Background: an optimization exercise with open tools, aiming at small area, a short achievable clock period and few clock cycles per item. Do not read the settings as production practice. In this exercise RTL edits were held to simulation tests only and were not proved equivalent to the original. Power and IR drop assume default switching activity.

==> wip/violet <==
Design first_fit_buffer_pool_aging, start of the top module:
module first_fit_buffer_pool_aging (
    input  wire logic                        aclk,
    input  wire logic                        aresetn,
    input  wire logic                        s_axis_tvalid,
    output logic                             s_axis_tready,
    input  wire logic [103:0]                s_axis_tdata,
    input  wire logic [1:0]                  s_axis_tuser,
    output logic                             m_axis_tvalid,
    input  wire logic                        m_axis_tready,
    output logic [39:0]                      m_axis_tdata,
    output logic [2:0]                       m_axis_tuser,
    output logic                             m_axis_tlast,
    input  wire logic                        cfg_wr_en,
    input  wire logic [ffbp_pkg::AGE_W-1:0]  cfg_wr_data
);
==> flow/config.mk <==
export PLATFORM = sky130hd
export DESIGN_NAME = first_fit_buffer_pool_aging
export DESIGN_NICKNAME = first_fit_buffer_pool_aging
export VERILOG_FILES = /design/flow/design.v
export SDC_FILE = /design/flow/constraint.sdc
export NUM_CORES = 4
export LEC_CHECK = 0
export CAP_MARGIN = 20
export CORE_MARGIN = 2
export CORE_UTILIZATION = 45
export SETUP_SLACK_MARGIN = 1.5
export SLEW_MARGIN = 20
export SYNTH_HIERARCHICAL = 1
==> flow/constraint.sdc <==
create_clock -name core_clock -period 7.0 [get_ports {aclk}]
set_input_delay 1.4000 -clock core_clock [delete_from_list [all_inputs] [get_ports {aclk}]]
set_output_delay 1.4000 -clock core_clock [all_outputs]
set_load 0.01 [all_outputs]
run.sh (not shown) runs the stock make flow with config.mk's settings and CLKGATE_MAP_FILE= SYNTH_SCRIPT=/design/flow/synth_recipe.tcl, a recipe that flattens the netlist after the stock synthesis.
==> wip/ember: changes against wip/violet <==
--- a/flow/design.v
+++ b/flow/design.v
@@ -38,13 +38,16 @@
     input  wire logic        alloc_go,    
     input  wire logic        store_go,    
     input  wire logic [12:0] req_w,       
     input  wire logic [12:0] req_h,       
     input  wire logic [7:0]  wr_id,       
     input  wire logic [31:0] sn,          
-    input  wire logic        load,        
+    input  wire logic        h_valid,     
+    input  wire logic        active,      
+    input  wire logic        h_cmd,       
+    output logic             load,        
     input  wire logic [12:0] ld_w,        
     input  wire logic [12:0] ld_h,        
     input  wire logic [31:0] ld_now,      
     input  wire logic [31:0] ld_thr,      
     input  wire logic        ld_thr_pos,  
     output logic             full,
@@ -58,42 +61,48 @@
     logic [N-1:0]         valid_q;
     logic [N-1:0][12:0]   w_q;
     logic [N-1:0][12:0]   h_q;
     logic [N-1:0][7:0]    id_q;
     logic [N-1:0][31:0]   st_q;
     logic [N-1:0][N-1:0]  older_q;
-    logic [N-1:0]         fit_q, stale_q, ahead_q;
-    logic [N-1:0] flag, nof, sel, clamp, ins, st_we, dim_we;
+    logic [N-1:0]         flag_q, fitv_q, ahead_q;
+    logic [N-1:0] nof, sel, rem, clamp, ins, st_we, dim_we, valid_d;
     logic [N-1:0] fit_d, stale_d, ahead_d;
     logic [N-1:0][N-1:0] older;    
     logic         fit_s, stale_s, ahead_s;
+    logic [12:0]  n_ld_w, n_ld_h;
+    logic [31:0]  n_ld_now, n_ld_thr;
+    assign n_ld_w   = ~ld_w;
+    assign n_ld_h   = ~ld_h;
+    assign n_ld_now = ~ld_now;
+    assign n_ld_thr = ~ld_thr;
     assign full = &valid_q;
+    assign load = ~h_valid | (active & (h_cmd | ~any_sel | sel_fit));
     always_comb begin
         logic all_below;
         all_below = 1'b1;
         for (int i = 0; i < N; i++) begin
             ins[i]    = ~valid_q[i] & all_below;
             all_below = all_below & valid_q[i];
         end
     end
     ffbp_slot_cmp u_cmp_s (
         .w (req_w), .h (req_h), .st (sn),
-        .ld_w (ld_w), .ld_h (ld_h), .ld_now (ld_now), .ld_thr (ld_thr), .ld_thr_pos (ld_thr_pos),
+        .ld_w (n_ld_w), .ld_h (n_ld_h), .ld_now (n_ld_now), .ld_thr (n_ld_thr), .ld_thr_pos (ld_thr_pos),
         .fit (fit_s), .stale (stale_s), .ahead (ahead_s)
     );
     for (genvar i = 0; i < N; i++) begin : g_cmp
         logic fit_c, stale_c, ahead_c;
         ffbp_slot_cmp u_cmp (
             .w (w_q[i]), .h (h_q[i]), .st (st_q[i]),
-            .ld_w (ld_w), .ld_h (ld_h), .ld_now (ld_now), .ld_thr (ld_thr), .ld_thr_pos (ld_thr_pos),
+            .ld_w (n_ld_w), .ld_h (n_ld_h), .ld_now (n_ld_now), .ld_thr (n_ld_thr), .ld_thr_pos (ld_thr_pos),
             .fit (fit_c), .stale (stale_c), .ahead (ahead_c)
         );
         assign fit_d[i]   = dim_we[i] ? fit_s   : fit_c;
         assign stale_d[i] = st_we[i]  ? stale_s : stale_c;
         assign ahead_d[i] = st_we[i]  ? ahead_s : ahead_c;
-        assign flag[i]  = valid_q[i] && (fit_q[i] || stale_q[i]);
         for (genvar j = 0; j < N; j++) begin : g_old
             if (j < i) begin : g_lt
                 assign older[j][i] = older_q[j][i];
             end else if (j > i) begin : g_gt
                 assign older[j][i] = ~older_q[i][j];
             end else begin : g_eq
@@ -103,48 +112,51 @@
     end
     always_comb begin
         for (int i = 0; i < N; i++) begin
             logic any_older;
             any_older = 1'b0;
             for (int j = 0; j < N; j++) begin
-                any_older = any_older | (flag[j] & older[j][i]);
+                any_older = any_older | (flag_q[j] & older[j][i]);
             end
             nof[i]    = ~any_older;
-            sel[i]    = flag[i] & nof[i];
-            clamp[i]  = alloc_go & valid_q[i] & ~flag[i] & nof[i] & ahead_q[i];
+            sel[i]    = flag_q[i] & nof[i];
+            rem[i]    = alloc_go & sel[i];
+            clamp[i]  = alloc_go & valid_q[i] & ~flag_q[i] & nof[i] & ahead_q[i];
             dim_we[i] = store_go & ins[i];
             st_we[i]  = dim_we[i] | clamp[i];
         end
     end
     always_comb begin
-        any_sel = 1'b0;
+        any_sel = |flag_q;
         sel_fit = 1'b0;
         sel_w   = '0;
         sel_h   = '0;
         sel_id  = '0;
         for (int i = 0; i < N; i++) begin
-            any_sel = any_sel | sel[i];
-            sel_fit = sel_fit | (sel[i] & fit_q[i]);
+            sel_fit = sel_fit | (sel[i] & fitv_q[i]);
             sel_w   = sel_w  | ({13{sel[i]}} & w_q[i]);
             sel_h   = sel_h  | ({13{sel[i]}} & h_q[i]);
             sel_id  = sel_id | ({8{sel[i]}} & id_q[i]);
         end
     end
+    assign valid_d = (valid_q & ~rem) | {N{store_go}} & ins;
     always_ff @(posedge aclk) begin
         if (!aresetn) begin
             valid_q <= '0;
         end else begin
-            if (alloc_go) valid_q <= valid_q & ~sel;
-            if (store_go) valid_q <= valid_q | ins;
+            valid_q <= valid_d;
         end
     end
     always_ff @(posedge aclk) begin
         if (load) begin
-            fit_q   <= fit_d;
-            stale_q <= stale_d;
+            flag_q  <= valid_d & (fit_d | stale_d);
+            fitv_q  <= valid_d & fit_d;
             ahead_q <= ahead_d;
+        end else begin
+            flag_q  <= flag_q & ~rem;
+            fitv_q  <= fitv_q & ~rem;
         end
     end
     for (genvar i = 0; i < N; i++) begin : g_slot
         always_ff @(posedge aclk) begin
             if (dim_we[i]) begin
                 w_q[i]  <= req_w;
@@ -176,29 +188,29 @@
     input  wire logic [31:0] ld_thr,
     input  wire logic        ld_thr_pos,
     output logic             fit,
     output logic             stale,
     output logic             ahead
 );
-    function automatic logic [1:0] cmp32(input logic [31:0] a, input logic [31:0] b);
+    function automatic logic [1:0] cmp32(input logic [31:0] a, input logic [31:0] nb);
         logic [31:0] g, l;
-        g = a & ~b;
-        l = ~a & b;
+        g = a & nb;
+        l = ~(a | nb);
         for (int s = 1; s < 32; s = s * 2) begin
             for (int i = 0; i + s < 32; i = i + 2 * s) begin
                 g[i] = g[i+s] | (~l[i+s] & g[i]);
                 l[i] = l[i+s] | (~g[i+s] & l[i]);
             end
         end
         cmp32 = {g[0], l[0]};
     endfunction
     function automatic logic fits(input logic [12:0] w, input logic [12:0] h,
                                   input logic [12:0] rw, input logic [12:0] rh);
         logic [1:0] cw, ch;
-        cw = cmp32({19'd0, w}, {19'd0, rw});
-        ch = cmp32({19'd0, h}, {19'd0, rh});
+        cw = cmp32({19'd0, w}, {19'h7ffff, rw});
+        ch = cmp32({19'd0, h}, {19'h7ffff, rh});
         fits = ~cw[0] & ~ch[0];
     endfunction
     function automatic logic [1:0] stamp_cls(input logic [31:0] st, input logic [31:0] thr,
                                              input logic [31:0] now, input logic thr_pos);
         logic [1:0] ct, cn;
         ct = cmp32(st, thr);
@@ -246,35 +258,32 @@
     logic [31:0] h_sn;
     logic        out_valid;
     logic [2:0]  out_kind;
     logic [7:0]  out_id;
     logic [12:0] out_w, out_h;
     logic        out_last;
-    logic        os_valid;
-    logic [2:0]  os_kind, res_kind;
-    logic [7:0]  os_id, res_id;
-    logic [12:0] os_w, os_h, res_w, res_h;
-    logic        os_last, res_last;
+    logic [2:0]  res_kind;
+    logic [7:0]  res_id;
+    logic [12:0] res_w, res_h;
+    logic        res_last;
     logic        o_ready;
     logic [31:0] in_sn;
-    logic        accept, active, done, head_free, r0_free;
+    logic        accept, active, head_free, r0_free;
     logic        q_cmd, q_pres;
     logic [12:0] q_w, q_h;
     logic [7:0]  q_id;
     logic [31:0] q_sn;
     logic [32:0] q_thr;
     logic full, any_sel, sel_fit;
     logic [12:0] sel_w, sel_h;
     logic [7:0]  sel_id;
     assign s_axis_tready = ~r1_valid;
     assign accept = s_axis_tvalid & ~r1_valid;
     assign in_sn  = s_axis_tuser[0] ? s_axis_tdata[65:34] : s_axis_tdata[97:66];
     assign o_ready   = ~out_valid | m_axis_tready;
-    assign active    = h_valid & ~os_valid;
-    assign done      = h_cmd | ~any_sel | sel_fit;
-    assign head_free = ~h_valid | (active & done);
+    assign active    = h_valid & o_ready;
     assign r0_free   = ~r0_valid | head_free;
     assign q_cmd  = r1_valid ? r1_cmd  : s_axis_tuser[0];
     assign q_pres = r1_valid ? r1_pres : s_axis_tuser[1];
     assign q_w    = r1_valid ? r1_w    : s_axis_tdata[12:0];
     assign q_h    = r1_valid ? r1_h    : s_axis_tdata[25:13];
     assign q_id   = r1_valid ? r1_id   : s_axis_tdata[33:26];
@@ -287,29 +296,25 @@
     always_ff @(posedge aclk) begin
         if (!aresetn) begin
             h_valid   <= 1'b0;
             r0_valid  <= 1'b0;
             r1_valid  <= 1'b0;
             out_valid <= 1'b0;
-            os_valid  <= 1'b0;
             max_age_q <= ffbp_pkg::MAX_AGE_RESET;
         end else begin
             if (head_free) begin
                 h_valid <= r0_valid;
             end
             if (r0_free) begin
                 r0_valid <= r1_valid | accept;
                 r1_valid <= 1'b0;
             end else if (accept) begin
                 r1_valid <= 1'b1;
             end
             if (o_ready) begin
-                out_valid <= os_valid | active;
-                os_valid  <= 1'b0;
-            end else if (active) begin
-                os_valid  <= 1'b1;
+                out_valid <= h_valid;
             end
             if (cfg_wr_en) begin
                 max_age_q <= cfg_wr_data;
             end
         end
     end
@@ -367,36 +372,32 @@
             res_id   = '0;
             res_w    = h_w;
             res_h    = h_h;
         end
     end
     always_ff @(posedge aclk) begin
-        if (!os_valid) begin
-            os_kind <= res_kind;
-            os_id   <= res_id;
-            os_w    <= res_w;
-            os_h    <= res_h;
-            os_last <= res_last;
-        end
-        if (o_ready) begin
-            out_kind <= os_valid ? os_kind : res_kind;
-            out_id   <= os_valid ? os_id   : res_id;
-            out_w    <= os_valid ? os_w    : res_w;
-            out_h    <= os_valid ? os_h    : res_h;
-            out_last <= os_valid ? os_last : res_last;
+        if (active) begin
+            out_kind <= res_kind;
+            out_id   <= res_id;
+            out_w    <= res_w;
+            out_h    <= res_h;
+            out_last <= res_last;
         end
     end
     ffbp_slot_table u_table (
         .aclk     (aclk),
         .aresetn  (aresetn),
         .alloc_go (active & ~h_cmd),
         .store_go (active & h_cmd & h_pres & ~full),
         .req_w    (h_w),
         .req_h    (h_h),
         .wr_id    (h_id),
         .sn       (h_sn),
+        .h_valid  (h_valid),
+        .active   (active),
+        .h_cmd    (h_cmd),
         .load     (head_free),
         .ld_w     (r0_w),
         .ld_h     (r0_h),
         .ld_now   (r0_sn),
         .ld_thr   (r0_thr),
         .ld_thr_pos (r0_thr_pos),
- SETUP_SLACK_MARGIN: 1.5 -> 4.0
- TNS_END_PERCENT: not set -> 10
==> notes <==
In wip/ember the clock skew is lower than in wip/violet, by 0.033 ns.
Of wip/violet and wip/ember, wip/violet has the higher count of clock-buffer cells in the layout (gap 31).
In wip/ember the via count is higher than in wip/violet, by 6.4%.
In wip/ember the non-clock buffer count is higher than in wip/violet, by 326.
Between wip/violet and wip/ember, the lower cell area is in wip/ember (gap about 0.5%, measured against wip/ember).
Of wip/ember and wip/violet, wip/ember has the higher core utilization (gap 4.3 points).
Register-to-register slack: wip/violet is worse than wip/ember (1.6 ns).
Against wip/ember, the area after synthesis of wip/violet is larger by about 8%.
==> figures <==
| quantity | wip/ember | wip/violet |
|---|---|---|
| Clock buffers | 211 | 242 |
| Power Dens Cells | 231.3 nW/um^2 | 232.7 nW/um^2 |
| Fraction of area in registers | 44.22% | 45.00% |
| # clock sinks | 1535 | 1574 |
| Critical register-to-register path startpoint | u_table.flag_q[15]$_DFF_P_ | u_table.valid_q[4]$_SDFFE_PN0P_ |
| Result of the run | complete, no violations | complete, no violations |
| Standard cell core area | 180700 um^2 | 196800 um^2 |
| Number of different library cells in the post-synthesis netlist | 102 | 99 |
| WL/cell | 29.35 um | 28.70 um |
| # rows | 156 | 163 |
| Post-Place Worst Slack | 1.185 ns | 2.021 ns |
| Proportion of netlist area held by the largest area contributor | 49.38% | 46.60% |
| Post-route worst hold slack | 0.4325 ns | 0.4163 ns |
| Maximum number of pins on one net before global-route repair | 69 | 104 |
| Launching element of the worst setup path | u_table.flag_q[15]$_DFF_P_ | u_table.valid_q[4]$_SDFFE_PN0P_ |
| Layout cell share with drive strength beyond 1 | 17.85% | 10.70% |
| ANT cells | 13 | 7 |
Testbench counts of wip/violet, summed over its fixed seeds: cycles 5,764, items 4,800.
Testbench counts of wip/ember, summed over its fixed seeds: cycles 5,764, items 4,800.

[what the ideal ports hide]
In the flow no input, the clock included, has a driving cell. The finished layouts below were timed again as built, in two steps. Step 1 (the two cells are an assumption about what drives the block):
set clk [get_ports {aclk}]
set_driving_cell -lib_cell sky130_fd_sc_hd__clkbuf_16 $clk
set_driving_cell -lib_cell sky130_fd_sc_hd__buf_2 [delete_from_list [all_inputs] $clk]
Step 2 also shifts input and output timing later by t, the mid clock arrival at the registers, as if the neighbouring blocks saw the same clock. Slacks: no drivers / after step 1 / after step 2; pairs: no drivers / after step 1.
run	t (ns)	setup slack, ns	hold WS [ns]	worst setup path after step 2	pins driven straight from the clock port
wip/violet	0.916	1.977 / 1.977 / 1.935	0.416 / 0.416 / 0.416	input to register	1
wip/ember	0.933	3.602 / 3.597 / 2.796	0.432 / 0.432 / 0.432	input to register	1
After both steps setup and hold are still met in every run listed. The setup slack of wip/ember, which loses most, moves by -0.005 ns with the drivers and by -0.806 ns with both steps.
